What follows belongs to an exercise in optimizing a design on an open flow for small area, a short achievable clock period and few clock cycles; a production flow would make more cautious choices. The RTL was checked by simulation tests, not by an equivalence proof against the original design.

==> flow/design.v (outline; a module is shown in full before it is edited, if it fits) <==
// module fixed_mul_q: 1656 lines
// module perceptron_trainer_fixed: 89 lines
module perceptron_trainer_fixed
#(
    parameter int             tam        = 16,
    parameter logic [tam-1:0] LR         = 16'h0400,
    parameter int             MAX_EPOCHS = 32
) (
    input  logic                 clk,
    input  logic                 rst,
    input  logic                 start,
    input  logic [3:0][tam-1:0]  in1,
    input  logic [3:0][tam-1:0]  in2,
    input  logic [3:0][tam-1:0]  d,
    input  logic [tam-1:0]       w0_init,
    input  logic [tam-1:0]       w1_init,
    input  logic [tam-1:0]       w2_init,
    output logic [tam-1:0]       w0,
    output logic [tam-1:0]       w1,
    output logic [tam-1:0]       w2,
    output logic                 busy,
    output logic                 done,
    output logic                 converged,
    output logic [7:0]           epoch_cnt
);
  // ...
==> flow/run.sh <==
#!/bin/bash
# synth_recipe.tcl (not shown) runs the flow's synth.tcl, then flattens the netlist and writes it again
# the make line also repeats each setting of config.mk as NAME=value (left out here)
make -C /OpenROAD-flow-scripts/flow DESIGN_CONFIG=/design/flow/config.mk WORK_HOME=/design/flow/orfs CLKGATE_MAP_FILE= SYNTH_SCRIPT=/design/flow/synth_recipe.tcl finish
==> flow/config.mk <==
export PLATFORM = sky130hd
export DESIGN_NAME = perceptron_trainer_fixed
export DESIGN_NICKNAME = perceptron_trainer_fixed
export VERILOG_FILES = /design/flow/design.v
export SDC_FILE = /design/flow/constraint.sdc
export NUM_CORES = 4
export LEC_CHECK = 0
export CAP_MARGIN = 20
export CORE_MARGIN = 2
export CORE_UTILIZATION = 40
export SETUP_SLACK_MARGIN = 5
export SLEW_MARGIN = 20
==> flow/constraint.sdc <==
create_clock -name core_clock -period 13.0 [get_ports {clk}]
set_input_delay 2.6000 -clock core_clock [delete_from_list [all_inputs] [get_ports {clk}]]
set_output_delay 2.6000 -clock core_clock [all_outputs]
set_load 0.01 [all_outputs]
==> impl_metrics.env, run 1 <==
export IMPL_status="complete, no violations"
export IMPL_synth_commonest_cells="312 x inv_1, 261 x xnor2_1, 209 x a22oi_1"
export IMPL_routed_top_layer="met4"
export IMPL_final_antenna_net_count=0
export IMPL_synthesis_area_um2=18340
export IMPL_postCtsHoldBufs=0
export IMPL_place_ws_ns=4.373
export IMPL_nFillCells=4400
export IMPL_syn_area_per_cell_um2=8.669
export IMPL_areaGrowthSynthToFinish_pct=20.92
export IMPL_drc=0
export IMPL_multi_input_cells=1528
export IMPL_multi_input_area_um2=14180
export IMPL_finalMaxSlewViolations=0
export IMPL_post_cts_setup_buffer_count=5
export IMPL_synthArstFlopShare=0
export IMPL_buffers=338
export IMPL_skew_ns=0.02349
export IMPL_vias=15891
export IMPL_wl_mm=59.88
export IMPL_hold_path_end="idx_q[1]"
export IMPL_nClkBuffers=12
export IMPL_synth_xor_area_share=0.1492
export IMPL_setup_tns_ns=0
export IMPL_finalHoldWorstSlack_ns=0.4589
Testbench counts, summed over its fixed seeds: cycles 6,410.
==> module perceptron_trainer_fixed, before the edit <==
module perceptron_trainer_fixed
#(
    parameter int             tam        = 16,
    parameter logic [tam-1:0] LR         = 16'h0400,
    parameter int             MAX_EPOCHS = 32
) (
    input  logic                 clk,
    input  logic                 rst,
    input  logic                 start,
    input  logic [3:0][tam-1:0]  in1,
    input  logic [3:0][tam-1:0]  in2,
    input  logic [3:0][tam-1:0]  d,
    input  logic [tam-1:0]       w0_init,
    input  logic [tam-1:0]       w1_init,
    input  logic [tam-1:0]       w2_init,
    output logic [tam-1:0]       w0,
    output logic [tam-1:0]       w1,
    output logic [tam-1:0]       w2,
    output logic                 busy,
    output logic                 done,
    output logic                 converged,
    output logic [7:0]           epoch_cnt
);
    logic           busy_q, done_q, conv_q;
    logic [tam-1:0] w0_q, w1_q, w2_q;
    logic [tam-1:0] x1_q, x2_q;
    logic           t_q;
    logic [1:0]     idx_q, streak_q;
    logic [5:0]     epoch_q;
    logic           accept, pos, err, fin, clean4, last;
    logic [1:0]     nidx;
    logic [tam-1:0] dx1, dx2, u0, u1, u2;
    assign accept = start && !busy_q;
    fixed_mul_q u_mac (
        .w0(w0_q), .w1(w1_q), .x1(x1_q), .w2(w2_q), .x2(x2_q), .pos(pos)
    );
    assign err = pos != t_q;
    assign dx1 = {{2{x1_q[tam-1]}}, x1_q[tam-1:2]};
    assign dx2 = {{2{x2_q[tam-1]}}, x2_q[tam-1:2]};
    assign u0  = t_q ? w0_q + LR  : w0_q - LR;
    assign u1  = t_q ? w1_q + dx1 : w1_q - dx1;
    assign u2  = t_q ? w2_q + dx2 : w2_q - dx2;
    assign last   = (idx_q == 2'd3);
    assign clean4 = (streak_q == 2'd3) && !err;
    assign fin    = clean4 || (last && epoch_q == 6'(MAX_EPOCHS));
    assign nidx   = busy_q ? idx_q + 2'd1 : 2'd0;
    always_ff @(posedge clk) begin
        if (rst) begin
            busy_q <= 1'b0;
            done_q <= 1'b0;
        end else if (accept) begin
            busy_q <= 1'b1;
            done_q <= 1'b0;
        end else if (busy_q && fin) begin
            busy_q <= 1'b0;
            done_q <= 1'b1;
        end
    end
    always_ff @(posedge clk) begin
        x1_q <= in1[nidx];
        x2_q <= in2[nidx];
        t_q  <= (d[nidx] != '0);
        if (accept) begin
            w0_q     <= w0_init;
            w1_q     <= w1_init;
            w2_q     <= w2_init;
            idx_q    <= 2'd0;
            streak_q <= 2'd0;
            epoch_q  <= 6'd1;
        end else if (busy_q) begin
            if (err) begin
                w0_q <= u0;
                w1_q <= u1;
                w2_q <= u2;
            end
            idx_q    <= idx_q + 2'd1;
            streak_q <= err ? 2'd0 : streak_q + 2'd1;
            if (last && !fin) epoch_q <= epoch_q + 6'd1;
            conv_q <= clean4;
        end
    end
    assign w0        = w0_q;
    assign w1        = w1_q;
    assign w2        = w2_q;
    assign busy      = busy_q;
    assign done      = done_q;
    assign converged = conv_q;
    assign epoch_cnt = {2'b00, epoch_q};
endmodule
==> run 2: changes to the inputs <==
--- a/flow/design.v
+++ b/flow/design.v
@@ -8,4 +8,8 @@
     input  logic [15:0] x1,
+    input  logic [7:0]  x1one,   
+    input  logic [7:0]  x1two,   
     input  logic [15:0] w2,
     input  logic [15:0] x2,
+    input  logic [7:0]  x2one,
+    input  logic [7:0]  x2two,
     output logic        pos
@@ -830,4 +834,4 @@
     logic fc772;
-    assign aone0 = x1[0] ^ 1'b0;
-    assign atwo0 = (x1[1] & ~x1[0] & ~1'b0) | (~x1[1] & x1[0] & 1'b0);
+    assign aone0 = x1one[0];
+    assign atwo0 = x1two[0];
     assign aneg0 = x1[1];
@@ -850,4 +854,4 @@
     assign app0_17 = ~(((aone0 & w1[15]) | (atwo0 & w1[15])) ^ aneg0);
-    assign aone1 = x1[2] ^ x1[1];
-    assign atwo1 = (x1[3] & ~x1[2] & ~x1[1]) | (~x1[3] & x1[2] & x1[1]);
+    assign aone1 = x1one[1];
+    assign atwo1 = x1two[1];
     assign aneg1 = x1[3];
@@ -870,4 +874,4 @@
     assign app1_34 = ~(((aone1 & w1[15]) | (atwo1 & w1[15])) ^ aneg1);
-    assign aone2 = x1[4] ^ x1[3];
-    assign atwo2 = (x1[5] & ~x1[4] & ~x1[3]) | (~x1[5] & x1[4] & x1[3]);
+    assign aone2 = x1one[2];
+    assign atwo2 = x1two[2];
     assign aneg2 = x1[5];
@@ -890,4 +894,4 @@
     assign app2_51 = ~(((aone2 & w1[15]) | (atwo2 & w1[15])) ^ aneg2);
-    assign aone3 = x1[6] ^ x1[5];
-    assign atwo3 = (x1[7] & ~x1[6] & ~x1[5]) | (~x1[7] & x1[6] & x1[5]);
+    assign aone3 = x1one[3];
+    assign atwo3 = x1two[3];
     assign aneg3 = x1[7];
@@ -910,4 +914,4 @@
     assign app3_68 = ~(((aone3 & w1[15]) | (atwo3 & w1[15])) ^ aneg3);
-    assign aone4 = x1[8] ^ x1[7];
-    assign atwo4 = (x1[9] & ~x1[8] & ~x1[7]) | (~x1[9] & x1[8] & x1[7]);
+    assign aone4 = x1one[4];
+    assign atwo4 = x1two[4];
     assign aneg4 = x1[9];
@@ -930,4 +934,4 @@
     assign app4_85 = ~(((aone4 & w1[15]) | (atwo4 & w1[15])) ^ aneg4);
-    assign aone5 = x1[10] ^ x1[9];
-    assign atwo5 = (x1[11] & ~x1[10] & ~x1[9]) | (~x1[11] & x1[10] & x1[9]);
+    assign aone5 = x1one[5];
+    assign atwo5 = x1two[5];
     assign aneg5 = x1[11];
@@ -950,4 +954,4 @@
     assign app5_102 = ~(((aone5 & w1[15]) | (atwo5 & w1[15])) ^ aneg5);
-    assign aone6 = x1[12] ^ x1[11];
-    assign atwo6 = (x1[13] & ~x1[12] & ~x1[11]) | (~x1[13] & x1[12] & x1[11]);
+    assign aone6 = x1one[6];
+    assign atwo6 = x1two[6];
     assign aneg6 = x1[13];
@@ -969,4 +973,4 @@
     assign app6_118 = ((aone6 & w1[15]) | (atwo6 & w1[14])) ^ aneg6;
-    assign aone7 = x1[14] ^ x1[13];
-    assign atwo7 = (x1[15] & ~x1[14] & ~x1[13]) | (~x1[15] & x1[14] & x1[13]);
+    assign aone7 = x1one[7];
+    assign atwo7 = x1two[7];
     assign aneg7 = x1[15];
@@ -986,4 +990,4 @@
     assign app7_132 = ((aone7 & w1[13]) | (atwo7 & w1[12])) ^ aneg7;
-    assign bone0 = x2[0] ^ 1'b0;
-    assign btwo0 = (x2[1] & ~x2[0] & ~1'b0) | (~x2[1] & x2[0] & 1'b0);
+    assign bone0 = x2one[0];
+    assign btwo0 = x2two[0];
     assign bneg0 = x2[1];
@@ -1006,4 +1010,4 @@
     assign bpp0_149 = ~(((bone0 & w2[15]) | (btwo0 & w2[15])) ^ bneg0);
-    assign bone1 = x2[2] ^ x2[1];
-    assign btwo1 = (x2[3] & ~x2[2] & ~x2[1]) | (~x2[3] & x2[2] & x2[1]);
+    assign bone1 = x2one[1];
+    assign btwo1 = x2two[1];
     assign bneg1 = x2[3];
@@ -1026,4 +1030,4 @@
     assign bpp1_166 = ~(((bone1 & w2[15]) | (btwo1 & w2[15])) ^ bneg1);
-    assign bone2 = x2[4] ^ x2[3];
-    assign btwo2 = (x2[5] & ~x2[4] & ~x2[3]) | (~x2[5] & x2[4] & x2[3]);
+    assign bone2 = x2one[2];
+    assign btwo2 = x2two[2];
     assign bneg2 = x2[5];
@@ -1046,4 +1050,4 @@
     assign bpp2_183 = ~(((bone2 & w2[15]) | (btwo2 & w2[15])) ^ bneg2);
-    assign bone3 = x2[6] ^ x2[5];
-    assign btwo3 = (x2[7] & ~x2[6] & ~x2[5]) | (~x2[7] & x2[6] & x2[5]);
+    assign bone3 = x2one[3];
+    assign btwo3 = x2two[3];
     assign bneg3 = x2[7];
@@ -1066,4 +1070,4 @@
     assign bpp3_200 = ~(((bone3 & w2[15]) | (btwo3 & w2[15])) ^ bneg3);
-    assign bone4 = x2[8] ^ x2[7];
-    assign btwo4 = (x2[9] & ~x2[8] & ~x2[7]) | (~x2[9] & x2[8] & x2[7]);
+    assign bone4 = x2one[4];
+    assign btwo4 = x2two[4];
     assign bneg4 = x2[9];
@@ -1086,4 +1090,4 @@
     assign bpp4_217 = ~(((bone4 & w2[15]) | (btwo4 & w2[15])) ^ bneg4);
-    assign bone5 = x2[10] ^ x2[9];
-    assign btwo5 = (x2[11] & ~x2[10] & ~x2[9]) | (~x2[11] & x2[10] & x2[9]);
+    assign bone5 = x2one[5];
+    assign btwo5 = x2two[5];
     assign bneg5 = x2[11];
@@ -1106,4 +1110,4 @@
     assign bpp5_234 = ~(((bone5 & w2[15]) | (btwo5 & w2[15])) ^ bneg5);
-    assign bone6 = x2[12] ^ x2[11];
-    assign btwo6 = (x2[13] & ~x2[12] & ~x2[11]) | (~x2[13] & x2[12] & x2[11]);
+    assign bone6 = x2one[6];
+    assign btwo6 = x2two[6];
     assign bneg6 = x2[13];
@@ -1125,4 +1129,4 @@
     assign bpp6_250 = ((bone6 & w2[15]) | (btwo6 & w2[14])) ^ bneg6;
-    assign bone7 = x2[14] ^ x2[13];
-    assign btwo7 = (x2[15] & ~x2[14] & ~x2[13]) | (~x2[15] & x2[14] & x2[13]);
+    assign bone7 = x2one[7];
+    assign btwo7 = x2two[7];
     assign bneg7 = x2[15];
@@ -1686,2 +1690,3 @@
     logic [tam-1:0] x1_q, x2_q;
+    logic [7:0]     x1o_q, x1t_q, x2o_q, x2t_q;    
     logic           t_q;
@@ -1691,6 +1696,23 @@
     logic [1:0]     nidx;
+    logic [tam-1:0] nx1, nx2;
     logic [tam-1:0] dx1, dx2, u0, u1, u2;
     assign accept = start && !busy_q;
+    function automatic logic [7:0] b_one(input logic [tam-1:0] x);
+        for (int k = 0; k < 8; k++)
+            b_one[k] = x[2*k] ^ ((k == 0) ? 1'b0 : x[2*k-1]);
+    endfunction
+    function automatic logic [7:0] b_two(input logic [tam-1:0] x);
+        logic h, m, l;
+        for (int k = 0; k < 8; k++) begin
+            h = x[2*k+1];
+            m = x[2*k];
+            l = (k == 0) ? 1'b0 : x[2*k-1];
+            b_two[k] = (h & ~m & ~l) | (~h & m & l);
+        end
+    endfunction
     fixed_mul_q u_mac (
-        .w0(w0_q), .w1(w1_q), .x1(x1_q), .w2(w2_q), .x2(x2_q), .pos(pos)
+        .w0(w0_q),
+        .w1(w1_q), .x1(x1_q), .x1one(x1o_q), .x1two(x1t_q),
+        .w2(w2_q), .x2(x2_q), .x2one(x2o_q), .x2two(x2t_q),
+        .pos(pos)
     );
@@ -1706,2 +1728,4 @@
     assign nidx   = busy_q ? idx_q + 2'd1 : 2'd0;
+    assign nx1    = in1[nidx];
+    assign nx2    = in2[nidx];
     always_ff @(posedge clk) begin
@@ -1719,4 +1743,8 @@
     always_ff @(posedge clk) begin
-        x1_q <= in1[nidx];
-        x2_q <= in2[nidx];
+        x1_q  <= nx1;
+        x2_q  <= nx2;
+        x1o_q <= b_one(nx1);
+        x1t_q <= b_two(nx1);
+        x2o_q <= b_one(nx2);
+        x2t_q <= b_two(nx2);
         t_q  <= (d[nidx] != '0);
==> impl_metrics.env, run 2 <==
export IMPL_yosys_top_cells_area="fa_1 22%, xnor2_1 11%, a22oi_1 9.4%"
export IMPL_vias_per_cell=5.423
export IMPL_initial_core_util=0.4042
export IMPL_worstSetupStartpointType="flop"
export IMPL_syn_instance_count=2146
export IMPL_yosysWarningCount=1
export IMPL_final_common_cell="clkdlybuf4s50_1"
export IMPL_final_antenna_net_count=0
export IMPL_top_regs="w0_q: 16 flops, w1_q: 16 flops, w2_q: 16 flops"
export IMPL_htree_levels=4
export IMPL_fin_crit_ns=7.722
export IMPL_ctsRootBufferMaster="clkbuf_16"
export IMPL_max_freq_ghz=0.1295
export IMPL_antenna_found_initial=2
export IMPL_synth_commonest_cells="300 x inv_1, 236 x a22oi_1, 228 x xnor2_1"
export IMPL_crit_fanout=38
export IMPL_grt_total_usage=0.2551
export IMPL_syn_area_per_cell_um2=8.751
export IMPL_avgRoutedWirePerCell_um=20.70
export IMPL_synth_most_common_cell="inv_1"
export IMPL_io_buffers=299
export IMPL_ioPinCount=302
export IMPL_clock_path_buffers=2
export IMPL_die_w_um=220.7
export IMPL_crit_type="flop to flop"
export IMPL_path_clk_slew_ns=0.06
export IMPL_ys_ff_latch=124
export IMPL_ys_types=52
export IMPL_cts_tree="yes"
export IMPL_yosysTopAreaCell="fa_1"
export IMPL_seq_area_frac_synth=0.1583
export IMPL_clock_latency_ns=0.46
export IMPL_row_count=79
export IMPL_worstPathArrival_ns=7.81
export IMPL_dp_hpwl_mm=49.06
export IMPL_first_global_vias=16295
export IMPL_core_region_area_um2=46460
export IMPL_final_nets=2928
export IMPL_status="complete, no violations"
export IMPL_slew_headroom=0.2997
export IMPL_finalMaxSlewViolations=0
export IMPL_synth_ff_type="dfxtp_1"
export IMPL_setup_viol=0
export IMPL_synth_edf_count=49
export IMPL_postCtsHoldBufs=0
export IMPL_areaGrowthSynthToFinish_pct=22.66
export IMPL_die_area_um2=48700
export IMPL_cts_buffers=17
export IMPL_drive_above_1_share=0.05070
export IMPL_drt_iter0_markers=1384
export IMPL_worst_slew_pin_slew_ns=1.050
export IMPL_drv_cap=0
export IMPL_setup_tns_ns=0
export IMPL_synth_top_area_frac=0.2196
export IMPL_final_cell_mix="299 x clkdlybuf4s50_1, 296 x inv_1, 236 x a22oi_1"
export IMPL_grt_max_degree=68
export IMPL_end_kind="flop"
export IMPL_synthesis_area_um2=18780
export IMPL_fp_dieH_um=220.7
export IMPL_clock_sinks=124
export IMPL_hold_viol_final=0
export IMPL_wl_mm=61.57
export IMPL_hold_class="flop to flop"
export IMPL_synthArstFlopShare=0
export IMPL_grt_pass1_wl_mm=93.86
export IMPL_rsz0062_at_grt="false"
export IMPL_skew_ns=0.01510
export IMPL_firstDrtPassIters=6
export IMPL_vias=16134
export IMPL_period_share=0.5940
export IMPL_drc=0
export IMPL_gp_congestion=0.9164
export IMPL_cp_required_ns=13.09
export IMPL_overflow=0
[run 2: through the flow]
stage,hold slack [ns],instance area [µm²],instances,util,worst slack (ns)
after floorplan,0.4262,18790,2147,-,5.329
after global placement,0.4397,22030,2900,0.4743,5.000
after detailed placement,0.4408,22030,2900,0.4743,4.809
after CTS,0.4565,22610,2932,0.4867,5.032
after global routing,0.4792,23030,2975,0.4958,5.007
final,0.4538,23030,2975,0.4958,5.278
[run 2: final cells by class]
cell class                      instances  area [µm²]
Tap cell                              607       759.5
Timing Repair Buffer                  363        3561
Sequential cell                       124        2979
Clock inverter                          8       53.80
Multi-Input combinational cell       1545       14010
Clock buffer                           24       514.2
Inverter                              303        1152
Fill cell                            4426       23420
Antenna cell                            1       2.502
[run 2: worst max-delay path, stage by stage, from the launching register on]
cell      delay, ns
edfxtp_1       0.90
a22oi_1        0.23
xnor2_1        0.21
fa_1           0.50
inv_1          0.06
fa_1           0.54
inv_1          0.07
fa_1           0.48
inv_1          0.05
fa_1           0.42
fa_1           0.51
inv_1          0.05
fa_1           0.48
ha_1           0.33
xor2_1         0.19
nand4_1        0.14
nor4_2         0.78
nand2b_1       0.12
mux2i_1        0.19
o21ai_1        0.17
and2_1         0.25
a21oi_4        0.14
buf_4          0.49
[run 2: cell families (layout without fill, tap and decap cells)]
family,count (synthesis),count (layout),synth area share
AND/OR/NAND/NOR,350,350,0.08595
buffers and inverters,478,698,0.09708
adder cells (fa/ha/maj),331,331,0.3029
multiplexers,14,14,0.008728
XOR/XNOR,357,357,0.1676
other,1,3,0.0001997
AO/OA/AOI/OAI,491,491,0.1792
flip-flops,124,124,0.1583
[run 2: metal layers]
| metal | global-route usage | vias to the layer above | part of all wire |
|---|---|---|---|
| li1 | - | 7539 | - |
| met1 | 0.3184 | 7868 | 0.40 |
| met2 | 0.4549 | 641 | 0.51 |
| met3 | 0.03313 | 84 | 0.055 |
| met4 | 0.08178 | 2 | 0.027 |
| met5 | 0 | - | 0.00021 |
[run 2: path summary, 6_finish.rpt]
path | from | slack (ns) | to | cells after the start
worst max-delay path | w2_q[11] | 5.28 | w1_q[0] | 22
worst min-delay path | idx_q[1] | 0.45 | idx_q[1] | 2
worst max register to register | w2_q[11] | 5.28 | w1_q[0] | 22
worst min register to register | idx_q[1] | 0.45 | idx_q[1] | 2
[run 2: timing repair]
item,CTS,global route
setup buffers,0,42
resized for setup,1,7
setup endpoints to repair,38,38
endpoints found under the hold margin,0,0
gates cloned,0,0
Testbench counts of run 2, summed over its fixed seeds: cycles 6,410.

## separate check: timing with driven ports
No port has a modelled driver above. Below, the same layouts with a new extraction and two added sets of constraints. Step 1, drivers: a clkbuf_16 drives clk and a buf_2 each remaining input, both assumed. Step 2 moves the port delays by t, midway between the first and last clock arrival at a register: inputs arrive t later, outputs are due t later. That takes back most of the time a late clock gives input paths. Slacks: no drivers / after step 1 / after step 2; pairs: no drivers / after step 1.
run | t, ns | setup slack, ns | worst setup path after step 2 | latest minus earliest clock arrival (ns) | worst data-port slew with drivers (ns)
run 1 | 0.455 | 5.391 / 5.391 / 5.391 | register to register | 0.024 / 0.023 | 0.10
run 2 | 0.514 | 5.278 / 5.278 / 5.278 | register to register | 0.015 / 0.015 | 0.11
After both steps setup and hold are still met in every run listed.
